Background: an optimization exercise with open tools, aiming at a short achievable clock period and few clock cycles. Do not read the settings as production practice.
For this run, only the layout was checked, not whether the RTL still works.
Power figures rest on the tool's default switching activity, not on a simulated workload.

## flow/config.mk

```make
export PLATFORM = sky130hd
export DESIGN_NAME = cpu
export DESIGN_NICKNAME = cpu
export VERILOG_FILES = /design/flow/design.v
export SDC_FILE = /design/flow/constraint.sdc
export NUM_CORES = 4
export LEC_CHECK = 0
export ABC_CLOCK_PERIOD_IN_PS = 3000
export CAP_MARGIN = 20
export CORE_MARGIN = 2
export CORE_UTILIZATION = 40
export SETUP_SLACK_MARGIN = 3.5
export SLEW_MARGIN = 20
```

## flow/constraint.sdc

```tcl
create_clock -name core_clock -period 7.0 [get_ports {APB_PCLK}]
set_input_delay 1.4000 -clock core_clock [delete_from_list [all_inputs] [get_ports {APB_PCLK}]]
set_output_delay 1.4000 -clock core_clock [all_outputs]
set_load 0.01 [all_outputs]
```

## flow/design.v

```verilog
`timescale 1ns/1ps
package rv_isa_pkg;
	typedef enum logic [6:0] {
		OPC_OP     = 7'b0110011,  
		OPC_OP_IMM = 7'b0010011,  
		OPC_LUI    = 7'b0110111,
		OPC_LOAD   = 7'b0000011,
		OPC_STORE  = 7'b0100011,
		OPC_BRANCH = 7'b1100011,
		OPC_JAL    = 7'b1101111
	} opcode_e;
	typedef enum logic [2:0] {
		F3_ADD_BEQ_SB = 3'b000,
		F3_BNE_SH     = 3'b001,
		F3_SLT_SW     = 3'b010,
		F3_XOR        = 3'b100,
		F3_OR         = 3'b110,
		F3_AND        = 3'b111
	} funct3_e;
	typedef struct packed {
		logic [6:0] funct7;
		logic [4:0] rs2;
		logic [4:0] rs1;
		funct3_e    funct3;
		logic [4:0] rd;
		opcode_e    opcode;
	} r_fmt_t;
	typedef struct packed {
		logic [11:0] imm;
		logic [4:0]  rs1;
		funct3_e     funct3;
		logic [4:0]  rd;
		opcode_e     opcode;
	} i_fmt_t;
	typedef struct packed {
		logic [6:0] imm_hi;
		logic [4:0] rs2;
		logic [4:0] rs1;
		funct3_e    funct3;
		logic [4:0] imm_lo;
		opcode_e    opcode;
	} s_fmt_t;
	typedef struct packed {
		logic       imm_12;
		logic [5:0] imm_10_5;
		logic [4:0] rs2;
		logic [4:0] rs1;
		funct3_e    funct3;
		logic [3:0] imm_4_1;
		logic       imm_11;
		opcode_e    opcode;
	} b_fmt_t;
	typedef struct packed {
		logic [19:0] imm;
		logic [4:0]  rd;
		opcode_e     opcode;
	} u_fmt_t;
	typedef struct packed {
		logic       imm_20;
		logic [9:0] imm_10_1;
		logic       imm_11;
		logic [7:0] imm_19_12;
		logic [4:0] rd;
		opcode_e    opcode;
	} j_fmt_t;
	typedef union packed {
		r_fmt_t r_fmt;
		i_fmt_t i_fmt;
		s_fmt_t s_fmt;
		b_fmt_t b_fmt;
		u_fmt_t u_fmt;
		j_fmt_t j_fmt;
	} instr_u;
endpackage
`timescale 1ns/1ps
package cpu_ctrl_pkg;
	typedef enum logic [3:0] {
		S_IDLE,
		S_FETCH_SETUP,
		S_FETCH_ACCESS,
		S_DECODE,
		S_EXECUTE,
		S_MEM_SETUP,
		S_MEM_ACCESS,
		S_WRITEBACK,
		S_HALT
	} cpu_state_e;
	typedef enum logic [2:0] {
		ALU_ADD,
		ALU_SUB,
		ALU_AND,
		ALU_OR,
		ALU_XOR,
		ALU_SLT  
	} alu_op_e;
	typedef enum logic [1:0] {
		WB_ALU,
		WB_MEM,
		WB_PC4,
		WB_IMM
	} wb_sel_e;
endpackage
`timescale 1ns/1ps
`timescale 1ns/1ps
`timescale 1ns/1ps
`timescale 1ns/1ps
`timescale 1ns/1ps
module cpu (
	input  logic                       APB_PCLK,
	input  logic                       APB_PRESETn,
	output logic [32-1:0] paddr,
	output logic [32-1:0] pwdata,
	input  logic [32-1:0] prdata,
	output logic                       psel,
	output logic                       penable,
	output logic                       pwrite,
	output logic [3:0]                 pstrb,
	input  logic                       pready,
	output logic                       halted,
	output logic [32-1:0] pc
);
	logic s_idle, s_fs, s_fa, s_ms, s_ma, s_halt;
	logic [31:0] iw;
	logic [6:0]  opc;
	logic [2:0]  f3;
	logic        d_op, d_opi, d_lui, d_ld, d_st, d_br, d_jal, d_mem, d_halt;
	assign iw   = prdata;
	assign opc  = iw[6:0];
	assign f3   = iw[14:12];
	assign d_op   = opc[4] & ~opc[2] & opc[5];
	assign d_opi  = opc[4] & ~opc[2] & ~opc[5];
	assign d_lui  = opc[4] & opc[2];
	assign d_ld   = ~opc[4] & ~opc[6] & ~opc[5];
	assign d_st   = ~opc[4] & ~opc[6] & opc[5];
	assign d_br   = ~opc[4] & opc[6] & ~opc[2];
	assign d_jal  = ~opc[4] & opc[6] & opc[2];
	assign d_mem  = ~opc[4] & ~opc[6];
	assign d_halt = (iw == 32'h0000_0000);
	logic fa_done;
	assign fa_done = s_fa & pready;
	logic [31:0] pc_q, pc4_q, tgt_q;
	logic [31:0] a_q, b_q, s_q;
	logic        cin_q;
	logic        sel_sum_q, sel_slt_q, sel_xor_q, sel_or_q, sel_and_q, sel_b_q, sel_ld_q;
	logic        jal_q, br_q, bne_q, st_q, ld_q;
	logic [1:0]  sz_q;
	logic [31:1] rd1h_q;
	logic        go_alu_q, go_ld_q;
	logic [31:0] raw_q;
	logic [31:0] addr_q;
	logic [3:0]  strb_q;
	logic [31:1][31:0] rf;
	logic [31:0][31:0] regs;
	logic [31:0] rs1_val, rs2_val;
	assign regs = {rf, 32'd0};
	assign rs1_val = regs[iw[19:15]];
	assign rs2_val = regs[iw[24:20]];
	logic [31:0] imm_i, imm_s, imm_u, imm_b, imm_j;
	assign imm_i = {{20{iw[31]}}, iw[31:20]};
	assign imm_s = {{20{iw[31]}}, iw[31:25], iw[11:7]};
	assign imm_u = {iw[31:12], 12'b0};
	assign imm_b = {{19{iw[31]}}, iw[31], iw[7], iw[30:25], iw[11:8], 1'b0};
	assign imm_j = {{11{iw[31]}}, iw[31], iw[19:12], iw[20], iw[30:21], 1'b0};
	logic [31:0] pc_plus4;
	assign pc_plus4 = pc_q + 32'd4;
	logic        use_rs2, inv;
	logic [31:0] b_early;
	assign use_rs2 = d_op;
	assign inv     = (d_op & f3 == 3'b000 & iw[30]) | ((d_op | d_opi) & f3 == 3'b010);
	always_comb begin
		if (d_st)       b_early = imm_s;
		else if (d_lui) b_early = imm_u;
		else if (d_jal) b_early = pc_plus4;
		else            b_early = imm_i;
	end
	always_ff @(posedge APB_PCLK) begin
		if (s_fa) begin
			a_q   <= rs1_val;
			s_q   <= rs2_val;
			b_q   <= use_rs2 ? (rs2_val ^ {32{inv}}) : (b_early ^ {32{inv}});
			cin_q <= inv;
			tgt_q <= pc_q + (d_jal ? imm_j : imm_b);
			sel_sum_q <= (d_op | d_opi) & f3 == 3'b000;
			sel_slt_q <= (d_op | d_opi) & f3 == 3'b010;
			sel_xor_q <= (d_op | d_opi) & f3 == 3'b100;
			sel_or_q  <= (d_op | d_opi) & f3 == 3'b110;
			sel_and_q <= (d_op | d_opi) & f3 == 3'b111;
			sel_b_q   <= d_lui | d_jal;
			sel_ld_q  <= d_ld;
			bne_q <= f3[0];
			st_q  <= d_st;
			ld_q  <= d_ld;
			sz_q  <= f3[1:0];
			for (int r = 1; r < 32; r++) rd1h_q[r] <= (iw[11:7] == 5'(r));
		end
	end
	always_ff @(posedge APB_PCLK) begin
		if (!APB_PRESETn) begin
			jal_q <= 1'b0;
			br_q  <= 1'b0;
			pc4_q <= 32'h0000_0000;
		end else if (s_fa) begin
			jal_q <= d_jal;
			br_q  <= d_br;
			pc4_q <= pc_plus4;
		end
	end
	logic [31:0] sum, res;
	logic        lt, eq, take;
	assign sum = a_q + b_q + {31'd0, cin_q};
	assign lt  = (a_q[31] == b_q[31]) ? a_q[31] : sum[31];
	assign eq  = (a_q == s_q);
	assign take = jal_q | (br_q & (eq ^ bne_q));
	assign res = ({32{sel_sum_q}} & sum) |
		{31'd0, sel_slt_q & lt} |
		({32{sel_xor_q}} & (a_q ^ b_q)) |
		({32{sel_or_q}} & (a_q | b_q)) |
		({32{sel_and_q}} & (a_q & b_q)) |
		({32{sel_b_q}} & b_q) |
		({32{sel_ld_q}} & raw_q);
	logic go;
	assign go = go_alu_q | go_ld_q;
	always_ff @(posedge APB_PCLK) begin
		for (int r = 1; r < 32; r++) begin
			if (go & rd1h_q[r]) rf[r] <= res;
		end
	end
	always_ff @(posedge APB_PCLK) begin
		raw_q <= prdata;
	end
	logic [3:0] strb_c;
	always_comb begin
		case (sz_q)
			2'b00:   strb_c = 4'b0001 << sum[1:0];
			2'b01:   strb_c = sum[1] ? 4'b1100 : 4'b0011;
			default: strb_c = 4'b1111;
		endcase
	end
	always_comb begin
		case (sz_q)
			2'b00:   pwdata = {4{s_q[7:0]}};
			2'b01:   pwdata = {2{s_q[15:0]}};
			default: pwdata = s_q;
		endcase
	end
	logic [31:0] next_pc;
	assign next_pc = take ? tgt_q : pc4_q;
	always_ff @(posedge APB_PCLK) begin
		if (s_fs) pc_q <= next_pc;
		if (s_ms) begin
			addr_q <= sum;
			strb_q <= strb_c;
		end
	end
	always_ff @(posedge APB_PCLK) begin
		if (!APB_PRESETn) begin
			s_idle   <= 1'b1;
			s_fs     <= 1'b0;
			s_fa     <= 1'b0;
			s_ms     <= 1'b0;
			s_ma     <= 1'b0;
			s_halt   <= 1'b0;
			go_alu_q <= 1'b0;
			go_ld_q  <= 1'b0;
		end else begin
			s_idle   <= 1'b0;
			s_fs     <= s_idle | (fa_done & ~d_halt & ~d_mem) | (s_ma & pready);
			s_fa     <= s_fs | (s_fa & ~pready);
			s_ms     <= fa_done & ~d_halt & d_mem;
			s_ma     <= s_ms | (s_ma & ~pready);
			s_halt   <= s_halt | (fa_done & d_halt);
			go_alu_q <= fa_done & ~d_halt & (d_op | d_opi | d_lui | d_jal);
			go_ld_q  <= s_ma & pready & ld_q;
		end
	end
	assign psel    = s_fs | s_fa | s_ms | s_ma;
	assign penable = s_fa | s_ma;
	assign pwrite  = (s_ms | s_ma) & st_q;
	assign halted  = s_halt;
	assign pc      = pc_q;
	assign pstrb   = s_ms ? strb_c : strb_q;
	assign paddr   = s_fs ? next_pc : s_ms ? sum : s_fa ? pc_q : addr_q;
endmodule
```

## flow/run.sh

```bash
#!/bin/bash
# synth_recipe.tcl (not shown) runs the flow's synth.tcl, then flattens the netlist and writes it again
# the make line also repeats each setting of config.mk as NAME=value (left out here)
make -C /OpenROAD-flow-scripts/flow DESIGN_CONFIG=/design/flow/config.mk WORK_HOME=/design/flow/orfs CLKGATE_MAP_FILE= SYNTH_SCRIPT=/design/flow/synth_recipe.tcl finish
```

==> impl_results.md <==
* Post-DP HPWL at 122.3 mm
* Chip width at 405.1 um
* CTS sink count at 1,304
* Internal at 0.01440 W
* Final Net Count at 4,360
* Synth top cells by count: edfxtp_1 (1,226), mux4_2 (576), clkbuf_1 (189)
* Clock Skews at 32.18 ps
* Largest stage delay, worst path at 400 ps
* R2r setup slk at 2530 ps
* Max Slew Vio Count at 0
* Yosys Warn Count at 1
* CP max stage cell: edfxtp_1
* Final ANT Viol Nets at 0
* Distinct cell type count after synthesis at 72
* Data required, critical path at 5600 ps
* Synthesized area per cell at 16.66 um^2
* GP Congestion at 0.9295
* Full die area at 164,100 um^2
* Largest net degree at the start of global routing at 95
* Area of the multi-input gates at 27,220 um^2
* Hold Path Class: reg -> reg
* Buf/Inv on CP at 4
* Final setup fails at 0
* Status: timing/DRC/antenna clean
* Comb pwr share at 14.6%
* Number of synthesized flops with an enable pin at 1,226
* Vias per inst at 6.318
* Share of cells above drive strength 1 at 39.15%
* Row cnt at 147
* RR Endpoint: rf[176]
* Layout area overhead at 22.22%
* Max-cap violations at 0
* PortBufs at 138
* Area leader, netlist: edfxtp_1
* RSZ-0062 raised after global routing: yes
* Clock power share at 39.4%
* Die Ht at 405.1 um
* Syn Nets at 3,997
* Cell with the most instances after synthesis: edfxtp_1
* Cells along the critical path: buf_6 -> fa_2 -> fa_2 -> a211oi_4 -> nor4_4 -> o41ai_2 -> buf_4 -> o31a_1 -> buf_6 -> o21ai_4 -> xor2_2 -> a21o_1 -> mux2_4 -> buf_6
* Clock buffer depth at 3
* Core box area at 160,200 um^2
* Htree depth at 4
* RR Startpoint: a_q[0]
* DRC Markers at 0
* Initial antenna violation count at 5
* Starting Density at 40.18%
* Post-Syn Area at 64,370 um^2
* Total negative setup slack at 0 ps
* Iter 0 DRT Violations at 5,166
* Worst hold slack at 443.5 ps
* CTS Hold Bufs at 0
* Worst skew pair latency at 810 ps
* Io pins at 139
* FF-to-FF path depth at 27
* GRT Overall Usage at 26.36%
* Final Cycle Share at 77.74%
* Psw at 0.004892 W
* Vias in the first global route at 39,380
* Fin. Hold Viols at 0
* Register area at 38,390 um^2
* CP endpoint: paddr[24]
* Dpl ws at 1268 ps
* Crit path capture type: primary output
* Reg power frac at 46.0%
* Total Power at 0.01930 W
* Sw Share at 25.35%
* Final WS setup at 1558 ps
* First-pass GRT wire length at 304.0 mm
* Family with the most delay on the worst path: compound AO/OA/AOI/OAI gates
* Sequential area share after synthesis at 59.62%
* Worst-Margin Slew at 1346 ps
* Critical path depth in cells at 14
* Setup crit start kind: flop
* Detailed-route via count at 41,090
* Critical path origin: a_q[0]
* Setup CP Type: reg -> out
* Fill cells at 13,260
* CP Data Arrival Time at 4040 ps
* Clock transition at path regs at 60 ps
* Max VDD drop at 0.0002704 V
* Max Fclk at 183.8 MHz
* Root buf cell: clkbuf_16
* PwrDens at 245.3 nW/um^2
* Slew headroom at 9.324%
* Avg WL per Cell at 34.10 um
* Yosys top cell area share at 57.20%
* Area contributors post-synth: edfxtp_1 (57%), mux4_2 (20%), mux2_2 (3.0%)
* TritonCTS Buffers at 141
* Remaining Overflow, GRT at 0
* Main synth FF type: edfxtp_1
* Top cell by count, worst path: buf_6
* Mapped Cells at 3,864
* Min cycle time layout at 5442 ps
* Fraction of registers with async set/reset at 0%
* TritonCTS clock tree: done
* Flip-flop and latch count after synthesis at 1,304
* Crit Path Max Fanout at 3
* Total Routed Length at 221.8 mm
* 1st-pass router iterations at 6
* LEAKAGE at 26.24 nW
==> worst min-delay path by stage <==
stage	startpoint	to	depth (start not counted)	slack, ps
floorplan	s_idle	s_fs	2	410
global placement	s_idle	s_fs	2	430
detailed placement	s_idle	s_fs	2	440
CTS	s_idle	s_fs	2	450
global route	pc4_q[10]	pc4_q[10]	2	500
finish	s_idle	s_fs	2	440
==> sequential cells by signal, summed over array words and instances, names as in the netlist, 2 cells and up <==
register and flops:
tgt_q 32, a_q 32, s_q 32, strb_q 4
rf 992, addr_q 32, b_q 32, sz_q 2
rd1h_q 31, pc_q 32, raw_q 32, pc4_q 32
==> worst min-delay path: stages, from the launching register on <==
cell and delay (ps):
dfxtp_1 310, a21oi_1 40, nor2_1 70
==> repair_timing <==
| item | 4_1_cts | 5_1_grt |
|---|---|---|
| buffers inserted | 117 | 81 |
| resized for setup | 560 | 284 |
| endpoints found under the setup margin | 815 | 655 |
| gates cloned | 34 | 22 |
| pin swaps | 73 | 95 |
==> cells in the final DEF, fill, tap and decap left out, types with 75 or more instances in the layout <==
| cell type | count |
|---|---|
| a21oi_1 | 132 |
| buf_6 | 114 |
| buf_4 | 198 |
| edfxtp_1 | 1226 |
| nor2_1 | 148 |
| inv_1 | 90 |
| clkbuf_16 | 154 |
| dfxtp_1 | 75 |
| nand2_1 | 145 |
| mux2_2 | 109 |
| mux4_2 | 576 |
==> layout make-up <==
type / count / share of cell area (%)
clock inverter: 79 / 1.093
clock buffer: 179 / 4.798
multi-input combinational: 2200 / 34.60
inverter: 96 / 0.4644
antenna: 2 / 0.006362
tap: 2160 / 3.435
timing repair buffer: 484 / 6.810
sequential: 1304 / 48.79
==> metrics by stage <==
stage	utilization, %	std cells	instance area [um^2]
4_1_cts	47.82	6395	76610
6_report	49.11	6504	78670
5_1_grt	49.11	6503	78670
2_1_floorplan	-	3864	65490
3_3_place_gp	43.03	5984	68940
3_5_place_dp	43.05	5986	68970
==> cell families after synthesis <==
kind of cell | Yosys count | synth area share, %
xor+xnor | 148 | 2.014
mux | 815 | 24.20
simple gates | 540 | 3.925
compound gates | 573 | 5.884
fa+ha+maj | 98 | 1.940
buf+inv | 386 | 2.414
flops | 1304 | 59.62
==> per-layer routing <==
layer  GRT usage (%)  vias to the layer above  part of all wire [%]
li1                -                    16560                     -
met1           37.45                    21780                    40
met2           40.53                     2349                    46
met3           4.368                      408                   9.9
met4           10.62                        0                   4.6
met5               0                        -                     0
==> power by group through the flow <==
| stage | Sequential (W) | Combinational [W] | Clock, W |
|---|---|---|---|
| floorplan | 0.00903 | 0.00144 | 0 |
| finish | 0.00888 | 0.00281 | 0.00760 |
| CTS | 0.00888 | 0.00254 | 0.00769 |
| global placement | 0.00906 | 0.00219 | 0 |
| global route | 0.00889 | 0.00293 | 0.00797 |
| detailed placement | 0.00906 | 0.00220 | 0 |

-- separate check: timing with driven ports --
Ports are ideal in the flow. The routed layout listed here was re-timed in OpenROAD. Step 1 sets driving cells, clkbuf_16 on the clock port and buf_2 on the other inputs (assumed; they add their load-dependent delay and slew). Step 2 adds t to the input delays and takes it off the output delays; t is the mean of the earliest and latest rising clock arrival at the registers after step 1. Input paths then give back, and output paths get back, about the clock's delay inside the block. Three values: ideal ports, drivers, drivers and shift; two values: the first two.
shift t [ns]: 0.865
setup slack, ns: 1.558 / 1.479 / 2.344
worst register clock-pin slew, ns: 0.07 / 0.07
worst data-port slew with drivers (ns): 0.29
pins driven straight from the clock port: 1
After both steps setup and hold are still met in this run. For this run, drivers alone change the setup slack by -0.079 ns; drivers and shift together by +0.786 ns.
